Background: an optimization exercise with open tools, aiming at small area, a short achievable clock period and few clock cycles per item. Do not read the settings as production practice.
Where RTL was checked, it was by simulation tests only, not by an equivalence proof against the original.

Setup of xenon:
Design ascon_perm_engine, start of the top module:
module ascon_perm_engine #(
    parameter int UNROLL  = 1,
    parameter int SLICE_W = 64
) (
    input  logic         clk,
    input  logic         rst,
    input  logic         in_valid_i,
    output logic         in_ready_o,
    input  logic [3:0]   rounds_i,
    input  logic [319:0] state_i,
    output logic         out_valid_o,
    input  logic         out_ready_i,
    output logic [319:0] state_o,
    output logic         busy_o
);
clock: 5.0 ns
lec_check: 0
cap_margin: 20
core_margin: 2
core_utilization: 40
setup_slack_margin: 2.0
slew_margin: 20
standard.sh (not shown) runs the stock make flow with config.mk's settings and CLKGATE_MAP_FILE= SYNTH_SCRIPT=/design/flow/synth_recipe.tcl, a recipe that flattens the netlist after the stock synthesis.
==> flow/flow/run.sh <==
#!/bin/bash
# Own layout flow: the standard flow (standard synthesis, floorplan, power
# grid, placement, CTS, routing) with two changes to how it is made:
#  - ports are buffered with buf_2 instead of the default buffer choice;
#  - timing repair only resizes and swaps pins (no buffer trees or cloning).
# ORFS writes every tool's full log under orfs/logs/; make's own output goes
# to flow_make.log here.
set -euo pipefail
export BUFFER_PORTS_ARGS="-buffer_cell sky130_fd_sc_hd__buf_2"
export SETUP_MOVE_SEQUENCE="sizeup,swap"
export SKIP_GATE_CLONING=1
bash standard.sh finish > flow_make.log 2>&1
> inputs changed (xenon -> amber)
==> flow/flow/run.sh <==
#!/bin/bash
# Own layout flow: the standard flow (standard synthesis, floorplan, power
# grid, placement, CTS, routing) with two changes to how it is made:
#  - ports are buffered with buf_2 instead of the default buffer choice;
#  - timing repair uses its default moves.
# ORFS writes every tool's full log under orfs/logs/; make's own output goes
# to flow_make.log here.
set -euo pipefail
export BUFFER_PORTS_ARGS="-buffer_cell sky130_fd_sc_hd__buf_2"


bash standard.sh finish > flow_make.log 2>&1
-- flow/config.mk --
<<< xenon, line 10
export CORE_UTILIZATION = 40
export SETUP_SLACK_MARGIN = 2.0
export SLEW_MARGIN = 20
>>> amber, line 10
export CORE_UTILIZATION = 40
export SETUP_SLACK_MARGIN = 1.5
export SLEW_MARGIN = 60
Findings:
- amber reports a higher share of the clock period used by the worst path after layout than xenon does.
- Post-CTS resize count in amber is 466 lower than in xenon
- The final layout from amber, which completed every stage, passed the timing, design-rule and antenna checks at the end of the flow.
- Summary of amber over xenon: worst setup slack -0.20 ns; wire length down 1.6%; design area decreased by 15% relative to the old numbers; core occupancy in the finished layout lower; cell total after placement climbed about 0.8%.
> inputs changed (amber -> zinc)
==> flow/flow/run.sh <==
#!/bin/bash
# Own layout flow: the standard flow (standard synthesis, floorplan, power
# grid, placement, CTS, routing) with two changes to how it is made:
#  - ports are buffered with buf_2 instead of the default buffer choice;
#  - timing repair only resizes and swaps pins (no buffer trees or cloning).
# ORFS writes every tool's full log under orfs/logs/; make's own output goes
# to flow_make.log here.
set -euo pipefail
export BUFFER_PORTS_ARGS="-buffer_cell sky130_fd_sc_hd__buf_2"
export SETUP_MOVE_SEQUENCE="sizeup,swap"
export SKIP_GATE_CLONING=1
bash standard.sh finish > flow_make.log 2>&1
-- flow/config.mk --
<<< amber, line 11
export SETUP_SLACK_MARGIN = 1.5
export SLEW_MARGIN = 60
>>> zinc, line 11
export SETUP_SLACK_MARGIN = 1.5
export SLEW_MARGIN = 20
### Flow results
- In zinc relative to amber, fmax had gone down by a few percent.
- Final period demand of the worst path ends up lower on amber.
- zinc vs amber on largest fanout of any net on the critical path: zinc is the higher one.
- Against amber, zinc reports a wire length that is higher.
Setup changes, zinc to garnet
-- flow/config.mk --
<<< zinc, line 11
export SETUP_SLACK_MARGIN = 1.5
export SLEW_MARGIN = 20
>>> garnet, line 11
export SETUP_SLACK_MARGIN = 1.5
export SLEW_MARGIN = 60
Notes after the runs:
Compared to zinc, garnet has multi-input gate share of total cell area 2.1 points lower. Of garnet and zinc, it is garnet that has the higher number of fillers in the final layout. garnet: share of cells above drive strength 1 4.4 points below zinc. garnet vs zinc — final non-filler cell area dropped by a few percent. For clock buffer count, dividing the value from garnet by the value from zinc gives 1.12.
Edits applied to the flow inputs when going from garnet to indigo:
==> flow/flow/run.sh <==
#!/bin/bash
# Own layout flow: the standard flow (standard synthesis, floorplan, power
# grid, placement, CTS, routing) with two changes to how it is made:
#  - ports are buffered with buf_2 instead of the default buffer choice;
#  - timing repair uses its default moves.
# ORFS writes every tool's full log under orfs/logs/; make's own output goes
# to flow_make.log here.
set -euo pipefail
export BUFFER_PORTS_ARGS="-buffer_cell sky130_fd_sc_hd__buf_2"


bash standard.sh finish > flow_make.log 2>&1
-- flow/config.mk --
<<< garnet, line 11
export SETUP_SLACK_MARGIN = 1.5
export SLEW_MARGIN = 60
>>> indigo, line 11
export SETUP_SLACK_MARGIN = 1.5
export SLEW_MARGIN = 20
## What came out
indigo completed; timing, DRC and antenna clean
Diff indigo and garnet: count of cell instances traversed by the critical path lower in indigo
indigo ends up with lower routed length on met2 than garnet does.
In the final reports, the cell area of indigo is smaller than that of garnet.
Relative to indigo, the following input files were edited for lagoon:
==> flow/flow/run.sh <==
#!/bin/bash
# Own layout flow: the standard flow (standard synthesis, floorplan, power
# grid, placement, CTS, routing) with two changes to how it is made:
#  - ports are buffered with buf_1 instead of the default buffer choice;
#  - timing repair uses its default moves.
# ORFS writes every tool's full log under orfs/logs/; make's own output goes
# to flow_make.log here.
set -euo pipefail
export BUFFER_PORTS_ARGS="-buffer_cell sky130_fd_sc_hd__buf_1"


bash standard.sh finish > flow_make.log 2>&1
--- outcome ---
More vias were needed by lagoon than by indigo. indigo → lagoon: maximum fanout along the worst path rose by 22, worst setup slack +0.012 ns. lagoon against indigo; first-pass GRT wire length is down slightly. Going from indigo to lagoon, the non-clock buffer count was found to have gone down by 18. Looking at lagoon and indigo, the routed wire length is a wash. In the metrics for lagoon and indigo, the one carrying the higher design area is indigo. Compared to indigo, lagoon leaves more free space in the core.
Function was not checked in any run of this note: the RTL went through the layout flow alone.


ascon_perm_engine, a different RTL version from the one above (not shown whole).
Size in the first run: roughly 330 flip-flops, about 650 I/O pins, ~0.029 mm2 of cells after synthesis.
==> flow/config.mk <==
export PLATFORM = sky130hd
export DESIGN_NAME = ascon_perm_engine
export DESIGN_NICKNAME = ascon_perm_engine
export VERILOG_FILES = /design/flow/design.v
export SDC_FILE = /design/flow/constraint.sdc
export NUM_CORES = 4
export LEC_CHECK = 0
export CAP_MARGIN = 20
export CORE_MARGIN = 2
export CORE_UTILIZATION = 40
export SETUP_SLACK_MARGIN = 1.8
export SLEW_MARGIN = 20
==> flow/constraint.sdc <==
create_clock -name core_clock -period 5.0 [get_ports {clk}]
set_input_delay 1.0000 -clock core_clock [delete_from_list [all_inputs] [get_ports {clk}]]
set_output_delay 1.0000 -clock core_clock [all_outputs]
set_load 0.01 [all_outputs]
==> flow/flow/run.sh <==
#!/bin/bash
# Own layout flow: the standard flow (standard synthesis, floorplan, power
# grid, placement, CTS, routing) with two changes to how it is made:
#  - ports are buffered with buf_1 instead of the default buffer choice;
#  - timing repair uses its default moves.
# ORFS writes every tool's full log under orfs/logs/; make's own output goes
# to flow_make.log here.
set -euo pipefail
export BUFFER_PORTS_ARGS="-buffer_cell sky130_fd_sc_hd__buf_1"


bash standard.sh finish > flow_make.log 2>&1
Testbench counts at the start, summed over its fixed seeds: cycles 11,884, items 1,280.
Next try:
==> flow/flow/run.sh (replaced) <==
#!/bin/bash
# Own layout flow: the standard flow (standard synthesis script, floorplan,
# power grid, placement, CTS, routing) with three changes to how it is made:
#  - the 3-input XOR/XNOR cells are added to the platform's don't-use list, so
#    synthesis maps the linear layer to 2-input XORs, which take less area;
#  - ports are buffered with buf_1 instead of the default buffer choice;
#  - timing repair only resizes and swaps pins (no buffer trees or cloning).
# ORFS writes every tool's full log under orfs/logs/; make's own output goes
# to flow_make.log here.
set -euo pipefail
PLATFORM_DONT_USE="sky130_fd_sc_hd__probe_p_8 sky130_fd_sc_hd__probec_p_8 sky130_fd_sc_hd__lpflow_bleeder_1 sky130_fd_sc_hd__lpflow_clkbufkapwr_1 sky130_fd_sc_hd__lpflow_clkbufkapwr_16 sky130_fd_sc_hd__lpflow_clkbufkapwr_2 sky130_fd_sc_hd__lpflow_clkbufkapwr_4 sky130_fd_sc_hd__lpflow_clkbufkapwr_8 sky130_fd_sc_hd__lpflow_clkinvkapwr_1 sky130_fd_sc_hd__lpflow_clkinvkapwr_16 sky130_fd_sc_hd__lpflow_clkinvkapwr_2 sky130_fd_sc_hd__lpflow_clkinvkapwr_4 sky130_fd_sc_hd__lpflow_clkinvkapwr_8 sky130_fd_sc_hd__lpflow_decapkapwr_12 sky130_fd_sc_hd__lpflow_decapkapwr_3 sky130_fd_sc_hd__lpflow_decapkapwr_4 sky130_fd_sc_hd__lpflow_decapkapwr_6 sky130_fd_sc_hd__lpflow_decapkapwr_8 sky130_fd_sc_hd__lpflow_inputiso0n_1 sky130_fd_sc_hd__lpflow_inputiso0p_1 sky130_fd_sc_hd__lpflow_inputiso1n_1 sky130_fd_sc_hd__lpflow_inputiso1p_1 sky130_fd_sc_hd__lpflow_inputisolatch_1 sky130_fd_sc_hd__lpflow_isobufsrc_1 sky130_fd_sc_hd__lpflow_isobufsrc_16 sky130_fd_sc_hd__lpflow_isobufsrc_2 sky130_fd_sc_hd__lpflow_isobufsrc_4 sky130_fd_sc_hd__lpflow_isobufsrc_8 sky130_fd_sc_hd__lpflow_isobufsrckapwr_16 sky130_fd_sc_hd__lpflow_lsbuf_lh_hl_isowell_tap_1 sky130_fd_sc_hd__lpflow_lsbuf_lh_hl_isowell_tap_2 sky130_fd_sc_hd__lpflow_lsbuf_lh_hl_isowell_tap_4 sky130_fd_sc_hd__lpflow_lsbuf_lh_isowell_4 sky130_fd_sc_hd__lpflow_lsbuf_lh_isowell_tap_1 sky130_fd_sc_hd__lpflow_lsbuf_lh_isowell_tap_2 sky130_fd_sc_hd__lpflow_lsbuf_lh_isowell_tap_4"
XOR3="sky130_fd_sc_hd__xor3_1 sky130_fd_sc_hd__xor3_2 sky130_fd_sc_hd__xor3_4 sky130_fd_sc_hd__xnor3_1 sky130_fd_sc_hd__xnor3_2 sky130_fd_sc_hd__xnor3_4"
export BUFFER_PORTS_ARGS="-buffer_cell sky130_fd_sc_hd__buf_1"
export SETUP_MOVE_SEQUENCE="sizeup,swap"
export SKIP_GATE_CLONING=1
bash standard.sh "DONT_USE_CELLS=$PLATFORM_DONT_USE $XOR3" finish > flow_make.log 2>&1
Settings changed: SETUP_SLACK_MARGIN 1.8 to 2.0.
Outcome: Design area came out higher by 1.2%; count of clock-buffer cells in the layout came out lower by 1; core utilization came out higher by 2.5 points; clock skew came out lower by 0.0038 ns; synthesized area came out lower by 3.9%; global-route usage came out higher by 1.3 points.
Next try:
==> flow/flow/run.sh (replaced) <==
#!/bin/bash
# Own layout flow: the standard flow (standard synthesis, floorplan, power
# grid, placement, CTS, routing) with two changes to how it is made:
#  - ports are buffered with buf_1 instead of the default buffer choice;
#  - timing repair only resizes and swaps pins (no buffer trees or cloning).
# ORFS writes every tool's full log under orfs/logs/; make's own output goes
# to flow_make.log here.
set -euo pipefail
export BUFFER_PORTS_ARGS="-buffer_cell sky130_fd_sc_hd__buf_1"
export SETUP_MOVE_SEQUENCE="sizeup,swap"
export SKIP_GATE_CLONING=1
bash standard.sh finish > flow_make.log 2>&1
What happened: The new run finished clean. Non-clock buffer count increases by 7. Final cell count decreases by 1.4%. Synthesized cell count drops by 5.4%. Setup slack improved by 0.086 ns.
Next try:
Settings changed: SETUP_SLACK_MARGIN 2.0 to 2.4.
Effect: Count of clock-buffer cells in the layout is higher by 1. Flip-flop and latch count is unchanged.
Next try:
==> flow/flow/run.sh (replaced) <==
#!/bin/bash
# Own layout flow: the standard flow (standard synthesis, floorplan, power
# grid, placement, CTS, routing) with two changes to how it is made:
#  - ports are buffered with buf_1 instead of the default buffer choice;
#  - timing repair uses its default moves.
# ORFS writes every tool's full log under orfs/logs/; make's own output goes
# to flow_make.log here.
set -euo pipefail
export BUFFER_PORTS_ARGS="-buffer_cell sky130_fd_sc_hd__buf_1"


bash standard.sh finish > flow_make.log 2>&1
Settings changed: CORE_UTILIZATION 40 to 60, SETUP_SLACK_MARGIN 2.4 to 1.8.
Outcome: The new run went through all stages and came out clean. Register-to-register slack improved by 0.11 ns. Cell count decreases by 9.1%. Setup slack gets worse by 0.15 ns. Routed wire length falls by 14%.
Next try:
Settings changed: CORE_UTILIZATION 60 to 40, SETUP_SLACK_MARGIN 1.8 to 2.0.
Core utilization fell by 21 points.
Sequential share of layout area fell by 1.4 points.
Global-route usage fell by 13 points.

-- re-timing with driven ports --
How much do the figures lean on ideal ports? The routed layouts below were timed once more, with nothing changed but the port constraints.
Step 1 assumes that a clkbuf_16 drives the clock port and a buf_2 every other input.
Step 2 times the ports against the registers' clock, not the clock port: input delays grow and output delays shrink by t, the midpoint of the rising clock arrivals with the driver on.
Slacks: ideal / step 1 / step 2; pairs: ideal / step 1.
| run | shift t [ns] | slack for setup (ns) | hold slack, ns | worst setup path at the end | worst register clock-pin slew, ns |
|---|---|---|---|---|---|
| xenon | 0.653 | 1.739 / 1.739 / 1.170 | 0.532 / 0.532 / 0.532 | input to register | 0.06 / 0.06 |
| amber | 0.648 | 1.544 / 1.544 / 0.938 | 0.558 / 0.558 / 0.558 | input to register | 0.07 / 0.07 |
| zinc | 0.658 | 1.350 / 1.350 / 0.925 | 0.551 / 0.551 / 0.551 | input to register | 0.06 / 0.06 |
| garnet | 0.649 | 1.528 / 1.528 / 0.959 | 0.563 / 0.563 / 0.563 | input to register | 0.06 / 0.06 |
| indigo | 0.651 | 1.477 / 1.477 / 0.952 | 0.552 / 0.552 / 0.552 | input to register | 0.06 / 0.06 |
| lagoon | 0.653 | 1.489 / 1.489 / 0.897 | 0.552 / 0.552 / 0.552 | input to register | 0.07 / 0.07 |
| the first run of note 2 | 0.642 | 1.757 / 1.694 / 1.366 | 0.642 / 0.642 / 0.642 | input to register | 0.06 / 0.06 |
| the second run of note 2 | 0.641 | 1.835 / 1.767 / 1.494 | 0.546 / 0.546 / 0.546 | input to register | 0.06 / 0.06 |
| the third run of note 2 | 0.637 | 1.920 / 1.851 / 1.455 | 0.627 / 0.627 / 0.627 | input to register | 0.06 / 0.06 |
| the fourth run of note 2 | 0.642 | 1.858 / 1.793 / 1.672 | 0.666 / 0.666 / 0.666 | input to register | 0.07 / 0.07 |
| the fifth run of note 2 | 0.641 | 1.705 / 1.640 / 1.335 | 0.640 / 0.640 / 0.640 | input to register | 0.07 / 0.07 |
| the sixth run of note 2 | 0.637 | 1.958 / 1.891 / 1.441 | 0.627 / 0.627 / 0.627 | input to register | 0.07 / 0.07 |
After both steps every run listed still meets setup and hold. The setup slack of amber, which loses most, moves by 0.000 ns with the drivers and by -0.606 ns with both steps.
